This design comes from an exercise in tuning for small area, a short achievable clock period and few clock cycles per item on the open sky130 flow, not from production work.
Function was not checked in any run shown here: the RTL went through the layout flow alone.

==> flow/design.v, too long to show whole: its modules and the start of the top module <==
// module vector_magnitude_offset: 1268 lines
module vector_magnitude_offset #(
    parameter int SAMPLE_WIDTH = 16
) (
    input  wire logic        clk,
    input  wire logic        rst_n,
    input  wire logic        pair_valid,
    output logic             pair_ready,
    input  wire logic [15:0] pair_x_value,
    input  wire logic [15:0] pair_y_value,
    input  wire logic        pair_last_in,
    output logic             result_valid,
    input  wire logic        result_ready,
    output logic [15:0]      result_magnitude,
    output logic             result_last_out
);
  // ...
==> flow/run.sh <==
#!/bin/bash
# synth_recipe.tcl (not shown) runs the flow's synth.tcl, then flattens the netlist and writes it again
# the make line also repeats each setting of config.mk as NAME=value (left out here)
make -C /OpenROAD-flow-scripts/flow DESIGN_CONFIG=/design/flow/config.mk WORK_HOME=/design/flow/orfs CLKGATE_MAP_FILE= SYNTH_SCRIPT=/design/flow/synth_recipe.tcl finish
==> flow/config.mk <==
export PLATFORM = sky130hd
export DESIGN_NAME = vector_magnitude_offset
export DESIGN_NICKNAME = vector_magnitude_offset
export VERILOG_FILES = /design/flow/design.v
export SDC_FILE = /design/flow/constraint.sdc
export NUM_CORES = 4
export LEC_CHECK = 0
export ABC_CLOCK_PERIOD_IN_PS = 3500
export CAP_MARGIN = 20
export CORE_MARGIN = 2
export CORE_UTILIZATION = 55
export PLACE_DENSITY = 0.75
export SETUP_SLACK_MARGIN = 3.5
export SLEW_MARGIN = 20
==> flow/constraint.sdc <==
create_clock -name core_clock -period 7.0 [get_ports {clk}]
set_input_delay 1.4000 -clock core_clock [delete_from_list [all_inputs] [get_ports {clk}]]
set_output_delay 1.4000 -clock core_clock [all_outputs]
set_load 0.01 [all_outputs]
==> summary.txt, run 1 <==
Cells and area
In the final layout, the registers with the most flip-flops are p2_n (32), p3_n (24), p4_n (20). In the final layout, multi-input gates take up 51.69% of the cell area. The most common library cell in the layout ignoring fill and taps is sky130_fd_sc_hd__inv_1. The number of multi-input combinational cells in the layout is 2,002. Non-clock buffers in the final layout number 127.

Once layout is complete, the cells apart from fillers number 3,824. Of the cells placed in the final design, the portion with a size suffix greater than 1 is 8.205%. Cells fill 61.84% of the core in the end. The register ranked first by flip-flop count is p2_n.

Run status
The run finished with no timing, DRC or antenna violations.

Global routing
The number of antenna violations at the first check in global routing was 0. The global routing stage identified its most utilized layer as met2.

Setup path
The worst setup path startpoint is p7_q[3]. The instance count on the critical path is 13. The worst register-to-register path ends at p8_r[10]. The cell family contributing the most delay on the critical path is adder cells. The worst register-to-register path begins at p7_q[3]. Along the worst path, the maximum fanout reaches 5.

The number of cell instances on the worst register-to-register path is 13.

Timing
The highest achievable clock rate is 287.4 MHz. Hold is met by 409.1 ps.

Clocking
The clock tree from TritonCTS is yes.

Yosys
Sorting the synthesized cells by how often they occur yields sky130_fd_sc_hd__inv_1 (440), sky130_fd_sc_hd__edfxtp_1 (375), sky130_fd_sc_hd__ha_1 (350).

Detailed routing
For this block, the routed nets add up to 64,510 microns of wire.
==> inputs of run 2 (changes only) <==
--- a/flow/design.v
+++ b/flow/design.v
@@ -719,315 +719,137 @@
 logic pp339;
 logic pp340;
 assign pp339 = pp286 ^ pp288 ^ pp289;
 assign pp340 = (pp286 & pp288) | (pp286 & pp289) | (pp288 & pp289);
 logic pp341;
 logic pp342;
 assign pp341 = pp290 ^ (p0_a[14] & ~p0_a[13]);
 assign pp342 = pp290 & (p0_a[14] & ~p0_a[13]);
-logic [0:0] p1_m0_0;
-logic [0:0] p1_m2_0;
-logic [0:0] p1_m3_0;
-logic [0:0] p1_m4_0;
-logic [0:0] p1_m5_0;
-logic [0:0] p1_m6_0;
-logic [0:0] p1_m7_0;
-logic [0:0] p1_m8_0;
-logic [0:0] p1_m9_0;
-logic [0:0] p1_m10_0;
-logic [0:0] p1_m11_0;
-logic [0:0] p1_m12_0;
-logic [0:0] p1_m13_0;
-logic [0:0] p1_m14_0;
-logic [0:0] p1_m15_0;
-logic [0:0] p1_m16_0;
-logic [0:0] p1_m17_0;
-logic [0:0] p1_m18_0;
-logic [0:0] p1_m19_0;
-logic [0:0] p1_m20_0;
-logic [0:0] p1_m21_0;
-logic [0:0] p1_m22_0;
-logic [0:0] p1_m23_0;
-logic [0:0] p1_m24_0;
-logic [0:0] p1_m25_0;
-logic [0:0] p1_m26_0;
-logic [0:0] p1_m27_0;
-logic [0:0] p1_m28_0;
-logic [0:0] p1_m29_0;
-logic [0:0] p1_m30_0;
-logic [0:0] p1_m0_1;
-logic [0:0] p1_m2_1;
-logic [0:0] p1_m3_1;
-logic [0:0] p1_m4_1;
-logic [0:0] p1_m5_1;
-logic [0:0] p1_m6_1;
-logic [0:0] p1_m7_1;
-logic [0:0] p1_m8_1;
-logic [0:0] p1_m9_1;
-logic [0:0] p1_m10_1;
-logic [0:0] p1_m11_1;
-logic [0:0] p1_m12_1;
-logic [0:0] p1_m13_1;
-logic [0:0] p1_m14_1;
-logic [0:0] p1_m15_1;
-logic [0:0] p1_m16_1;
-logic [0:0] p1_m17_1;
-logic [0:0] p1_m18_1;
-logic [0:0] p1_m19_1;
-logic [0:0] p1_m20_1;
-logic [0:0] p1_m21_1;
-logic [0:0] p1_m22_1;
-logic [0:0] p1_m23_1;
-logic [0:0] p1_m24_1;
-logic [0:0] p1_m25_1;
-logic [0:0] p1_m26_1;
-logic [0:0] p1_m27_1;
-logic [0:0] p1_m28_1;
-logic [0:0] p1_m29_1;
-logic [0:0] p1_m30_1;
-logic [0:0] p1_m3_2;
-logic [0:0] p1_m4_2;
-logic [0:0] p1_m5_2;
-logic [0:0] p1_m6_2;
-logic [0:0] p1_m7_2;
-logic [0:0] p1_m8_2;
-logic [0:0] p1_m9_2;
-logic [0:0] p1_m10_2;
-logic [0:0] p1_m11_2;
-logic [0:0] p1_m12_2;
-logic [0:0] p1_m13_2;
-logic [0:0] p1_m14_2;
-logic [0:0] p1_m15_2;
-logic [0:0] p1_m16_2;
-logic [0:0] p1_m17_2;
-logic [0:0] p1_m18_2;
-logic [0:0] p1_m19_2;
-logic [0:0] p1_m20_2;
-logic [0:0] p1_m21_2;
-logic [0:0] p1_m22_2;
-logic [0:0] p1_m23_2;
-logic [0:0] p1_m24_2;
-logic [0:0] p1_m25_2;
-logic [0:0] p1_m26_2;
-logic [0:0] p1_m27_2;
-logic [0:0] p1_m28_2;
-logic [0:0] p1_m29_2;
-logic p1_last;
-always_ff @(posedge clk) if (adv) begin
-    p1_m0_0 <= p0_a[0];
-    p1_m2_0 <= (p0_a[1] & ~p0_a[0]);
-    p1_m3_0 <= pp291;
-    p1_m4_0 <= pp292;
-    p1_m5_0 <= pp294;
-    p1_m6_0 <= pp296;
-    p1_m7_0 <= pp298;
-    p1_m8_0 <= pp300;
-    p1_m9_0 <= pp302;
-    p1_m10_0 <= pp304;
-    p1_m11_0 <= pp306;
-    p1_m12_0 <= pp308;
-    p1_m13_0 <= pp310;
-    p1_m14_0 <= pp312;
-    p1_m15_0 <= pp314;
-    p1_m16_0 <= pp316;
-    p1_m17_0 <= pp318;
-    p1_m18_0 <= pp320;
-    p1_m19_0 <= pp322;
-    p1_m20_0 <= pp324;
-    p1_m21_0 <= pp326;
-    p1_m22_0 <= pp328;
-    p1_m23_0 <= pp330;
-    p1_m24_0 <= pp332;
-    p1_m25_0 <= pp334;
-    p1_m26_0 <= pp336;
-    p1_m27_0 <= pp338;
-    p1_m28_0 <= pp340;
-    p1_m29_0 <= pp342;
-    p1_m30_0 <= p0_a[15];
-    p1_m0_1 <= p0_b[0];
-    p1_m2_1 <= (p0_b[1] & ~p0_b[0]);
-    p1_m3_1 <= (p0_b[0] & p0_b[2]);
-    p1_m4_1 <= pp293;
-    p1_m5_1 <= pp295;
-    p1_m6_1 <= pp297;
-    p1_m7_1 <= pp299;
-    p1_m8_1 <= pp301;
-    p1_m9_1 <= pp303;
-    p1_m10_1 <= pp305;
-    p1_m11_1 <= pp307;
-    p1_m12_1 <= pp309;
-    p1_m13_1 <= pp311;
-    p1_m14_1 <= pp313;
-    p1_m15_1 <= pp315;
-    p1_m16_1 <= pp317;
-    p1_m17_1 <= pp319;
-    p1_m18_1 <= pp321;
-    p1_m19_1 <= pp323;
-    p1_m20_1 <= pp325;
-    p1_m21_1 <= pp327;
-    p1_m22_1 <= pp329;
-    p1_m23_1 <= pp331;
-    p1_m24_1 <= pp333;
-    p1_m25_1 <= pp335;
-    p1_m26_1 <= pp337;
-    p1_m27_1 <= pp339;
-    p1_m28_1 <= pp341;
-    p1_m29_1 <= (p0_a[13] & p0_a[14]);
-    p1_m30_1 <= p0_b[15];
-    p1_m3_2 <= (p0_b[0] & p0_b[1]);
-    p1_m4_2 <= (p0_b[2] & ~p0_b[1]);
-    p1_m5_2 <= (p0_b[1] & p0_b[2]);
-    p1_m6_2 <= (p0_b[3] & ~p0_b[2]);
-    p1_m7_2 <= pp211;
-    p1_m8_2 <= pp215;
-    p1_m9_2 <= pp219;
-    p1_m10_2 <= pp223;
-    p1_m11_2 <= pp227;
-    p1_m12_2 <= pp231;
-    p1_m13_2 <= pp235;
-    p1_m14_2 <= pp239;
-    p1_m15_2 <= pp243;
-    p1_m16_2 <= pp247;
-    p1_m17_2 <= pp251;
-    p1_m18_2 <= pp255;
-    p1_m19_2 <= pp259;
-    p1_m20_2 <= pp263;
-    p1_m21_2 <= pp267;
-    p1_m22_2 <= pp271;
-    p1_m23_2 <= pp275;
-    p1_m24_2 <= pp279;
-    p1_m25_2 <= pp283;
-    p1_m26_2 <= pp287;
-    p1_m27_2 <= (p0_b[12] & p0_b[13]);
-    p1_m28_2 <= (p0_b[14] & ~p0_b[13]);
-    p1_m29_2 <= (p0_b[13] & p0_b[14]);
-    p1_last <= p0_last;
-end
 logic pp343;
 logic pp344;
-assign pp343 = p1_m3_0[0] ^ p1_m3_1[0];
-assign pp344 = p1_m3_0[0] & p1_m3_1[0];
+assign pp343 = pp291 ^ (p0_b[0] & p0_b[2]);
+assign pp344 = pp291 & (p0_b[0] & p0_b[2]);
 logic pp345;
 logic pp346;
-assign pp345 = p1_m4_0[0] ^ p1_m4_1[0] ^ p1_m4_2[0];
-assign pp346 = (p1_m4_0[0] & p1_m4_1[0]) | (p1_m4_0[0] & p1_m4_2[0]) | (p1_m4_1[0] & p1_m4_2[0]);
+assign pp345 = pp292 ^ pp293 ^ (p0_b[2] & ~p0_b[1]);
+assign pp346 = (pp292 & pp293) | (pp292 & (p0_b[2] & ~p0_b[1])) | (pp293 & (p0_b[2] & ~p0_b[1]));
 logic pp347;
 logic pp348;
-assign pp347 = p1_m5_0[0] ^ p1_m5_1[0] ^ p1_m5_2[0];
-assign pp348 = (p1_m5_0[0] & p1_m5_1[0]) | (p1_m5_0[0] & p1_m5_2[0]) | (p1_m5_1[0] & p1_m5_2[0]);
+assign pp347 = pp294 ^ pp295 ^ (p0_b[1] & p0_b[2]);
+assign pp348 = (pp294 & pp295) | (pp294 & (p0_b[1] & p0_b[2])) | (pp295 & (p0_b[1] & p0_b[2]));
 logic pp349;
 logic pp350;
-assign pp349 = p1_m6_0[0] ^ p1_m6_1[0] ^ p1_m6_2[0];
-assign pp350 = (p1_m6_0[0] & p1_m6_1[0]) | (p1_m6_0[0] & p1_m6_2[0]) | (p1_m6_1[0] & p1_m6_2[0]);
+assign pp349 = pp296 ^ pp297 ^ (p0_b[3] & ~p0_b[2]);
+assign pp350 = (pp296 & pp297) | (pp296 & (p0_b[3] & ~p0_b[2])) | (pp297 & (p0_b[3] & ~p0_b[2]));
 logic pp351;
 logic pp352;
-assign pp351 = p1_m7_0[0] ^ p1_m7_1[0] ^ p1_m7_2[0];
-assign pp352 = (p1_m7_0[0] & p1_m7_1[0]) | (p1_m7_0[0] & p1_m7_2[0]) | (p1_m7_1[0] & p1_m7_2[0]);
+assign pp351 = pp298 ^ pp299 ^ pp211;
+assign pp352 = (pp298 & pp299) | (pp298 & pp211) | (pp299 & pp211);
 logic pp353;
 logic pp354;
-assign pp353 = p1_m8_0[0] ^ p1_m8_1[0] ^ p1_m8_2[0];
-assign pp354 = (p1_m8_0[0] & p1_m8_1[0]) | (p1_m8_0[0] & p1_m8_2[0]) | (p1_m8_1[0] & p1_m8_2[0]);
+assign pp353 = pp300 ^ pp301 ^ pp215;
+assign pp354 = (pp300 & pp301) | (pp300 & pp215) | (pp301 & pp215);
 logic pp355;
 logic pp356;
-assign pp355 = p1_m9_0[0] ^ p1_m9_1[0] ^ p1_m9_2[0];
-assign pp356 = (p1_m9_0[0] & p1_m9_1[0]) | (p1_m9_0[0] & p1_m9_2[0]) | (p1_m9_1[0] & p1_m9_2[0]);
+assign pp355 = pp302 ^ pp303 ^ pp219;
+assign pp356 = (pp302 & pp303) | (pp302 & pp219) | (pp303 & pp219);
 logic pp357;
 logic pp358;
-assign pp357 = p1_m10_0[0] ^ p1_m10_1[0] ^ p1_m10_2[0];
-assign pp358 = (p1_m10_0[0] & p1_m10_1[0]) | (p1_m10_0[0] & p1_m10_2[0]) | (p1_m10_1[0] & p1_m10_2[0]);
+assign pp357 = pp304 ^ pp305 ^ pp223;
+assign pp358 = (pp304 & pp305) | (pp304 & pp223) | (pp305 & pp223);
 logic pp359;
 logic pp360;
-assign pp359 = p1_m11_0[0] ^ p1_m11_1[0] ^ p1_m11_2[0];
-assign pp360 = (p1_m11_0[0] & p1_m11_1[0]) | (p1_m11_0[0] & p1_m11_2[0]) | (p1_m11_1[0] & p1_m11_2[0]);
+assign pp359 = pp306 ^ pp307 ^ pp227;
+assign pp360 = (pp306 & pp307) | (pp306 & pp227) | (pp307 & pp227);
 logic pp361;
 logic pp362;
-assign pp361 = p1_m12_0[0] ^ p1_m12_1[0] ^ p1_m12_2[0];
-assign pp362 = (p1_m12_0[0] & p1_m12_1[0]) | (p1_m12_0[0] & p1_m12_2[0]) | (p1_m12_1[0] & p1_m12_2[0]);
+assign pp361 = pp308 ^ pp309 ^ pp231;
+assign pp362 = (pp308 & pp309) | (pp308 & pp231) | (pp309 & pp231);
 logic pp363;
 logic pp364;
-assign pp363 = p1_m13_0[0] ^ p1_m13_1[0] ^ p1_m13_2[0];
-assign pp364 = (p1_m13_0[0] & p1_m13_1[0]) | (p1_m13_0[0] & p1_m13_2[0]) | (p1_m13_1[0] & p1_m13_2[0]);
+assign pp363 = pp310 ^ pp311 ^ pp235;
+assign pp364 = (pp310 & pp311) | (pp310 & pp235) | (pp311 & pp235);
 logic pp365;
 logic pp366;
-assign pp365 = p1_m14_0[0] ^ p1_m14_1[0] ^ p1_m14_2[0];
-assign pp366 = (p1_m14_0[0] & p1_m14_1[0]) | (p1_m14_0[0] & p1_m14_2[0]) | (p1_m14_1[0] & p1_m14_2[0]);
+assign pp365 = pp312 ^ pp313 ^ pp239;
+assign pp366 = (pp312 & pp313) | (pp312 & pp239) | (pp313 & pp239);
 logic pp367;
 logic pp368;
-assign pp367 = p1_m15_0[0] ^ p1_m15_1[0] ^ p1_m15_2[0];
-assign pp368 = (p1_m15_0[0] & p1_m15_1[0]) | (p1_m15_0[0] & p1_m15_2[0]) | (p1_m15_1[0] & p1_m15_2[0]);
+assign pp367 = pp314 ^ pp315 ^ pp243;
+assign pp368 = (pp314 & pp315) | (pp314 & pp243) | (pp315 & pp243);
 logic pp369;
 logic pp370;
-assign pp369 = p1_m16_0[0] ^ p1_m16_1[0] ^ p1_m16_2[0];
-assign pp370 = (p1_m16_0[0] & p1_m16_1[0]) | (p1_m16_0[0] & p1_m16_2[0]) | (p1_m16_1[0] & p1_m16_2[0]);
+assign pp369 = pp316 ^ pp317 ^ pp247;
+assign pp370 = (pp316 & pp317) | (pp316 & pp247) | (pp317 & pp247);
 logic pp371;
 logic pp372;
-assign pp371 = p1_m17_0[0] ^ p1_m17_1[0] ^ p1_m17_2[0];
-assign pp372 = (p1_m17_0[0] & p1_m17_1[0]) | (p1_m17_0[0] & p1_m17_2[0]) | (p1_m17_1[0] & p1_m17_2[0]);
+assign pp371 = pp318 ^ pp319 ^ pp251;
+assign pp372 = (pp318 & pp319) | (pp318 & pp251) | (pp319 & pp251);
 logic pp373;
 logic pp374;
-assign pp373 = p1_m18_0[0] ^ p1_m18_1[0] ^ p1_m18_2[0];
-assign pp374 = (p1_m18_0[0] & p1_m18_1[0]) | (p1_m18_0[0] & p1_m18_2[0]) | (p1_m18_1[0] & p1_m18_2[0]);
+assign pp373 = pp320 ^ pp321 ^ pp255;
+assign pp374 = (pp320 & pp321) | (pp320 & pp255) | (pp321 & pp255);
 logic pp375;
 logic pp376;
-assign pp375 = p1_m19_0[0] ^ p1_m19_1[0] ^ p1_m19_2[0];
-assign pp376 = (p1_m19_0[0] & p1_m19_1[0]) | (p1_m19_0[0] & p1_m19_2[0]) | (p1_m19_1[0] & p1_m19_2[0]);
+assign pp375 = pp322 ^ pp323 ^ pp259;
+assign pp376 = (pp322 & pp323) | (pp322 & pp259) | (pp323 & pp259);
 logic pp377;
 logic pp378;
-assign pp377 = p1_m20_0[0] ^ p1_m20_1[0] ^ p1_m20_2[0];
-assign pp378 = (p1_m20_0[0] & p1_m20_1[0]) | (p1_m20_0[0] & p1_m20_2[0]) | (p1_m20_1[0] & p1_m20_2[0]);
+assign pp377 = pp324 ^ pp325 ^ pp263;
+assign pp378 = (pp324 & pp325) | (pp324 & pp263) | (pp325 & pp263);
 logic pp379;
 logic pp380;
-assign pp379 = p1_m21_0[0] ^ p1_m21_1[0] ^ p1_m21_2[0];
-assign pp380 = (p1_m21_0[0] & p1_m21_1[0]) | (p1_m21_0[0] & p1_m21_2[0]) | (p1_m21_1[0] & p1_m21_2[0]);
+assign pp379 = pp326 ^ pp327 ^ pp267;
+assign pp380 = (pp326 & pp327) | (pp326 & pp267) | (pp327 & pp267);
 logic pp381;
 logic pp382;
-assign pp381 = p1_m22_0[0] ^ p1_m22_1[0] ^ p1_m22_2[0];
-assign pp382 = (p1_m22_0[0] & p1_m22_1[0]) | (p1_m22_0[0] & p1_m22_2[0]) | (p1_m22_1[0] & p1_m22_2[0]);
+assign pp381 = pp328 ^ pp329 ^ pp271;
+assign pp382 = (pp328 & pp329) | (pp328 & pp271) | (pp329 & pp271);
 logic pp383;
 logic pp384;
-assign pp383 = p1_m23_0[0] ^ p1_m23_1[0] ^ p1_m23_2[0];
-assign pp384 = (p1_m23_0[0] & p1_m23_1[0]) | (p1_m23_0[0] & p1_m23_2[0]) | (p1_m23_1[0] & p1_m23_2[0]);
+assign pp383 = pp330 ^ pp331 ^ pp275;
+assign pp384 = (pp330 & pp331) | (pp330 & pp275) | (pp331 & pp275);
 logic pp385;
 logic pp386;
-assign pp385 = p1_m24_0[0] ^ p1_m24_1[0] ^ p1_m24_2[0];
-assign pp386 = (p1_m24_0[0] & p1_m24_1[0]) | (p1_m24_0[0] & p1_m24_2[0]) | (p1_m24_1[0] & p1_m24_2[0]);
+assign pp385 = pp332 ^ pp333 ^ pp279;
+assign pp386 = (pp332 & pp333) | (pp332 & pp279) | (pp333 & pp279);
 logic pp387;
 logic pp388;
-assign pp387 = p1_m25_0[0] ^ p1_m25_1[0] ^ p1_m25_2[0];
-assign pp388 = (p1_m25_0[0] & p1_m25_1[0]) | (p1_m25_0[0] & p1_m25_2[0]) | (p1_m25_1[0] & p1_m25_2[0]);
+assign pp387 = pp334 ^ pp335 ^ pp283;
+assign pp388 = (pp334 & pp335) | (pp334 & pp283) | (pp335 & pp283);
 logic pp389;
 logic pp390;
-assign pp389 = p1_m26_0[0] ^ p1_m26_1[0] ^ p1_m26_2[0];
-assign pp390 = (p1_m26_0[0] & p1_m26_1[0]) | (p1_m26_0[0] & p1_m26_2[0]) | (p1_m26_1[0] & p1_m26_2[0]);
+assign pp389 = pp336 ^ pp337 ^ pp287;
+assign pp390 = (pp336 & pp337) | (pp336 & pp287) | (pp337 & pp287);
 logic pp391;
 logic pp392;
-assign pp391 = p1_m27_0[0] ^ p1_m27_1[0] ^ p1_m27_2[0];
-assign pp392 = (p1_m27_0[0] & p1_m27_1[0]) | (p1_m27_0[0] & p1_m27_2[0]) | (p1_m27_1[0] & p1_m27_2[0]);
+assign pp391 = pp338 ^ pp339 ^ (p0_b[12] & p0_b[13]);
+assign pp392 = (pp338 & pp339) | (pp338 & (p0_b[12] & p0_b[13])) | (pp339 & (p0_b[12] & p0_b[13]));
 logic pp393;
 logic pp394;
-assign pp393 = p1_m28_0[0] ^ p1_m28_1[0] ^ p1_m28_2[0];
-assign pp394 = (p1_m28_0[0] & p1_m28_1[0]) | (p1_m28_0[0] & p1_m28_2[0]) | (p1_m28_1[0] & p1_m28_2[0]);
+assign pp393 = pp340 ^ pp341 ^ (p0_b[14] & ~p0_b[13]);
+assign pp394 = (pp340 & pp341) | (pp340 & (p0_b[14] & ~p0_b[13])) | (pp341 & (p0_b[14] & ~p0_b[13]));
 logic pp395;
 logic pp396;
-assign pp395 = p1_m29_0[0] ^ p1_m29_1[0] ^ p1_m29_2[0];
-assign pp396 = (p1_m29_0[0] & p1_m29_1[0]) | (p1_m29_0[0] & p1_m29_2[0]) | (p1_m29_1[0] & p1_m29_2[0]);
+assign pp395 = pp342 ^ (p0_a[13] & p0_a[14]) ^ (p0_b[13] & p0_b[14]);
+assign pp396 = (pp342 & (p0_a[13] & p0_a[14])) | (pp342 & (p0_b[13] & p0_b[14])) | ((p0_a[13] & p0_a[14]) & (p0_b[13] & p0_b[14]));
 logic pp397;
 logic pp398;
-assign pp397 = p1_m30_0[0] ^ p1_m30_1[0];
-assign pp398 = p1_m30_0[0] & p1_m30_1[0];
+assign pp397 = p0_a[15] ^ p0_b[15];
+assign pp398 = p0_a[15] & p0_b[15];
 logic [31:0] cs0, cs1;
-assign cs0[0] = p1_m0_0[0];
-assign cs1[0] = p1_m0_1[0];
+assign cs0[0] = p0_a[0];
+assign cs1[0] = p0_b[0];
 assign cs0[1] = '0;
 assign cs1[1] = '0;
-assign cs0[2] = p1_m2_0[0];
-assign cs1[2] = p1_m2_1[0];
+assign cs0[2] = (p0_a[1] & ~p0_a[0]);
+assign cs1[2] = (p0_b[1] & ~p0_b[0]);
 assign cs0[3] = pp343;
-assign cs1[3] = p1_m3_2[0];
+assign cs1[3] = (p0_b[0] & p0_b[1]);
 assign cs0[4] = pp344;
 assign cs1[4] = pp345;
 assign cs0[5] = pp346;
 assign cs1[5] = pp347;
 assign cs0[6] = pp348;
 assign cs1[6] = pp349;
 assign cs0[7] = pp350;
 assign cs1[7] = pp351;
@@ -1074,18 +896,26 @@
 assign cs0[28] = pp392;
 assign cs1[28] = pp393;
 assign cs0[29] = pp394;
 assign cs1[29] = pp395;
 assign cs0[30] = pp396;
 assign cs1[30] = pp397;
 assign cs0[31] = pp398;
 assign cs1[31] = '0;
+logic [31:0] p1_c0;
+logic [31:0] p1_c1;
+logic p1_last;
+always_ff @(posedge clk) if (adv) begin
+    p1_c0 <= cs0;
+    p1_c1 <= cs1;
+    p1_last <= p0_last;
+end
 logic [31:0] nsum;
-assign nsum = cs0 + cs1;
+assign nsum = p1_c0 + p1_c1;
 logic [31:0] p2_n;
 logic p2_last;
 always_ff @(posedge clk) if (adv) begin
     p2_n <= nsum;
     p2_last <= p1_last;
 end
 logic [4:0] sh7; logic [5:0] d1_7, d2_7, d3_7; logic g1_7, g2_7, g3_7;
 assign sh7 = {1'b0, p2_n[31:28]};
==> flow/config.mk (replaced) <==
export PLATFORM = sky130hd
export DESIGN_NAME = vector_magnitude_offset
export DESIGN_NICKNAME = vector_magnitude_offset
export VERILOG_FILES = /design/flow/design.v
export SDC_FILE = /design/flow/constraint.sdc
export NUM_CORES = 4
export LEC_CHECK = 0
export ABC_CLOCK_PERIOD_IN_PS = 4000
export CAP_MARGIN = 20
export CORE_MARGIN = 2
export CORE_UTILIZATION = 40
export PLACE_DENSITY = 0.6
export SETUP_SLACK_MARGIN = 3
export SLEW_MARGIN = 20
==> summary.txt, run 2 <==
Global routing
The layer carrying the most global-route usage is met2 (unchanged). The pin count of the biggest net entering global routing is 167 (was 192). The met3 demand-to-capacity share in global routing is 1.852% (was 2.842%).

The number of antenna violations at the first check in global routing is 0 (unchanged). The wire length of the first global-routing pass was 104,100 microns (was 107,000 microns). The final global-route overflow total is 0 (unchanged). The met1 track demand over resource in global routing came to 19.09% (was 27.32%). The global routing met2 resource utilization is 30.00% (was 38.55%). The total global-route track usage is 16.08% (was 21.65%). The number of global-route vias before repair is 21,430 (was 22,260).

Cells and area
The most common library cell in the layout ignoring fill and taps is sky130_fd_sc_hd__inv_1 (unchanged). Commonest cells after routing, fill and taps aside: sky130_fd_sc_hd__inv_1 (415), sky130_fd_sc_hd__ha_1 (349), sky130_fd_sc_hd__edfxtp_1 (349) (was sky130_fd_sc_hd__inv_1 (436), sky130_fd_sc_hd__edfxtp_1 (375), sky130_fd_sc_hd__ha_1 (334)). The relative area change from synthesis to final layout is 11.42% (was 11.61%). The fraction of final layout cells with drive strength greater than 1 is 5.939% (was 8.205%). The count of antenna diodes in the layout came to 0 (unchanged). The register cell area after layout is 0.01112 sq mm (was 0.01190 sq mm). The utilization of the core after routing is 44.82% (was 61.84%).

The flip-flop count of the largest register after layout is 32 (unchanged). The fill cell instance count of the final layout is 6,962 (was 4,381). The area of the multi-input gates is 0.01760 sq mm (was 0.01834 sq mm). The final cell count without fillers is 3,908 (was 3,824). The register ranked first by flip-flop count is p2_n (unchanged). Biggest registers after layout: p2_n (32), p1_c0 (31), p1_c1 (30) (was p2_n (32), p3_n (24), p4_n (20)). The number of nets in the layout is 3,516 (was 3,646).

Run status
Result of the run: no timing/DRC/antenna violations (unchanged).

Timing
The final hold slack is 405.0 ps (was 409.1 ps). The fraction of the cycle the final worst path needs is 55.84% (was 49.71%). The final critical delay including setup and external delays came to 3909 ps (was 3480 ps). The sum of negative setup slack came to 0 ps (unchanged). Setup repair after global routing missed its margin: false (was true).

The highest achievable clock rate is 255.8 MHz (was 287.4 MHz). The worst-case clock skew is 27.00 ps (was 29.66 ps). The headroom to the max-slew limit is 24.65% (was 30.21%). The count of endpoints failing setup in the final report is 0 (unchanged). The worst-margin pin slew came to 1130 ps (was 1047 ps). The number of hold-slack violations in the final timing report was 0 (unchanged). The number of max-slew violations in the final report is 0 (unchanged).

Floorplanning
The die height is 279.9 microns (was 244.4 microns). The number of core rows is 101 (was 88). The initial cell density of the core is 40.23% (was 55.41%).

The overall die width is 279.9 microns (was 244.4 microns). The floorplan die area came to 0.07835 sq mm (was 0.05973 sq mm). The number of top-level design ports is 56 (unchanged). The total core area is 0.07570 sq mm (was 0.05737 sq mm).

Worst hold path
The type of the most critical hold path is reg2reg (unchanged). The destination of the worst hold path is p3_n[12] (was p7_n[1]). The beginning of the worst hold path was p2_n[12] (was p6_n[1]). The instance count along the most critical hold path was 0 (unchanged).

Detailed routing
The mean routed wirelength per cell is 15.69 microns (was 16.87 microns). The initial detailed-routing violation count came to 737 (was 1,280). The ratio of routed vias to standard cells is 5.077 (was 5.592). The final routed DRC violation total is 0 (unchanged). The first-pass iteration count of the detailed router is 8 (was 6). The final wirelength came to 61,310 microns (was 64,510 microns). The total via count in the routed design came to 19,840 (was 21,380). The post-detailed-route count of antenna-violating nets is 0 (unchanged).

Setup path
The critical path arrival came to 4210 ps (was 3870 ps). The end of the worst register-to-register path is p1_c1[19] (was p8_r[10]). The highest net fanout along the worst path is 5 (unchanged). The launching element type of the critical path is a register (unchanged). Cells along the critical path: and2_1 -> fa_1 -> fa_1 -> fa_1 -> inv_1 -> fa_1 -> fa_1 -> inv_1 -> fa_1 (was ha_1 -> fa_1 -> inv_1 -> ha_2 -> or3_4 -> o211a_1 -> o21ai_2 -> nand3_2 -> a31oi_4 -> buf_6 -> buf_4 -> nor2_1 -> a31oi_1). The worst setup path category is reg2reg (unchanged). The worst flop-to-flop path startpoint is p0_a[14] (was p7_q[3]).

The kind of capture point of the worst setup path is a register (unchanged). The highest cell delay on the worst timing path is 510 ps (about the same). The critical path's most frequent cell is sky130_fd_sc_hd__fa_1. The cell with the biggest individual delay on the critical path is sky130_fd_sc_hd__fa_1 (was sky130_fd_sc_hd__edfxtp_1).

The number of cell instances on the worst register-to-register path came to 9 (was 13). The data required time of the critical path came to 7300 ps (was 7390 ps).

Yosys
The leading area contributor after synthesis was sky130_fd_sc_hd__edfxtp_1 (unchanged). The most used flip-flop cell after synthesis was sky130_fd_sc_hd__edfxtp_1 (unchanged). The number of instances in the synthesized netlist was 2,803 (was 2,906). Commonest cells in the synthesized netlist: sky130_fd_sc_hd__inv_1 (418), sky130_fd_sc_hd__edfxtp_1 (349), sky130_fd_sc_hd__ha_1 (349) (was sky130_fd_sc_hd__inv_1 (440), sky130_fd_sc_hd__edfxtp_1 (375), sky130_fd_sc_hd__ha_1 (350)). The dominant cell by count in the synthesized netlist is sky130_fd_sc_hd__inv_1 (unchanged).

The number of enable flip-flop cells after synthesis came to 349 (was 375). The cell area after synthesis came to 0.03045 sq mm (was 0.03179 sq mm). The post-synthesis register bit count is 378 (was 404). The total nets after synthesis is 3,425 (was 3,529). The distinct cell type count after synthesis is 75 (was 91). The share of the synthesized area in the top cell type is 34.42% (was 35.43%). The sequential fraction of the synthesis area was 36.52% (was 37.44%). Leading cell types by total area after synthesis: sky130_fd_sc_hd__edfxtp_1 (34%), sky130_fd_sc_hd__fa_1 (16%), sky130_fd_sc_hd__ha_1 (14%), sky130_fd_sc_hd__inv_1 (5.2%), sky130_fd_sc_hd__xnor2_1 (3.6%) (was sky130_fd_sc_hd__edfxtp_1 (35%), sky130_fd_sc_hd__fa_1 (15%), sky130_fd_sc_hd__ha_1 (14%), sky130_fd_sc_hd__inv_1 (5.2%), sky130_fd_sc_hd__xnor2_1 (3.2%)). The average footprint of a synthesized cell is 10.86 sq um (was 10.94 sq um). The Yosys warning count is 1 (unchanged).

The fraction of synthesis flops using an asynchronous set or reset pin is 3.175% (was 2.970%).

Clocking
The total clock buffers created by CTS is 45 (unchanged). The number of sinks handled by clock tree synthesis is 378 (was 404). The register clock-pin slew on the reported worst setup and hold paths is 70 ps (was 60 ps). The buffer cell driving the clock tree root was sky130_fd_sc_hd__clkbuf_16 (unchanged). The clock tree from TritonCTS is yes (unchanged).

The CTS H-tree depth is 2 (unchanged). The worst-skew pair later-pin latency is 580 ps (was 590 ps). The count of hold-fix buffers inserted at cts was 0 (unchanged). The maximum clock insertion buffer count was 3 (unchanged).

Flow run
The count of max-cap constraint violations came to 0 (unchanged).

Place
The number of buffer cells added on primary ports is 55 (unchanged). The final weighted congestion of routability-driven global placement is 0.8627 (was 0.8926). The cell count after placement is 3,797 (was 3,676). The detailed placement HPWL is 46,880 microns (was 47,480 microns).
==> run 2: cell types whose count changed in the layout (fill, tap and decap cells not counted), sizes merged, moves of 16 or more <==
cell / change
inv: -31
edfxtp: -26
a21o: +16
nor3: -17
buf: -32
a21oi: +22
==> run 2: kinds of logic after synthesis <==
family | count (synthesis) | share of synthesized area [%]
simple gates | 667 | 10.88
compound gates | 485 | 10.33
mux | 51 | 1.771
fa+ha+maj | 585 | 29.86
buf+inv | 470 | 5.835
xor+xnor | 167 | 4.804
flops | 378 | 36.52
==> run 2: worst max path at each step <==
stage          cells past startpoint     start   endpoint  slack (ps)
2_1_floorplan                      2    skid_v    p0_a[0]        1140
4_1_cts                           11  p0_a[12]  p1_c1[17]        3020
5_1_grt                           13   p7_q[2]    p8_r[1]        3000
3_3_place_gp                      11   p0_a[1]  p1_c1[17]        2880
3_5_place_dp                      10   p0_a[3]  p1_c1[16]        2830
6_report                           9  p0_a[14]  p1_c1[19]        3090
==> run 2: metrics by stage <==
stage / setup WS, ps / area [sq um]
after floorplan: 1142 / 30480
after global routing: 3003 / 33930
after detailed placement: 2828 / 32140
after CTS: 3020 / 33820
final: 3091 / 33930
after global placement: 2882 / 32140
==> run 2: cell type report <==
cell class	instances	area share [%]
multi-input combinational	1955	51.89
clock buffer	54	3.574
sequential	378	32.78
tap	978	3.607
timing repair buffer	96	2.571
clock inverter	29	0.9442
inverter	418	4.636
==> run 2: critical path: cells and delay by family (launching register included) <==
| family | cells | cell delay (ps) |
|---|---|---|
| simple gates | 1 | 220 |
| buf+inv | 2 | 100 |
| fa+ha+maj | 6 | 2830 |
| flops | 1 | 480 |
==> run 2: timing repair <==
action	CTS	global route
buffers inserted	20	8
pin swaps	0	10
endpoints found under the setup margin	14	24
gates resized for setup	1	15
cloned	0	0
==> run 2: routing by layer <==
metal | vias up | wire, microns
met2 | 306 | 31680
met4 | 0 | 1703
met5 | - | 0
li1 | 9725 | -
met3 | 100 | 1893
met1 | 9708 | 26030

port drivers added, routing unchanged:
How much do the figures lean on ideal ports? The routed layouts below were timed once more, with nothing changed but the port constraints. Step 1 assumes that a clkbuf_16 drives the clock port and a buf_2 every other input. Step 2 times the ports against the registers' clock, not the clock port: input delays grow and output delays shrink by t, the midpoint of the rising clock arrivals with the driver on. a / b / c = ideal / step 1 / step 2; a / b = the first two.
run | t, ns | setup slack, ns | worst register clock-pin slew, ns | pins driven straight from the clock port
run 1 | 0.633 | 3.520 / 3.520 / 3.258 | 0.07 / 0.07 | 1
run 2 | 0.629 | 3.091 / 3.091 / 3.091 | 0.07 / 0.07 | 1
After both steps setup and hold are still met in every run listed. The setup slack of run 1, which loses most, moves by 0.000 ns with the drivers and by -0.262 ns with both steps.
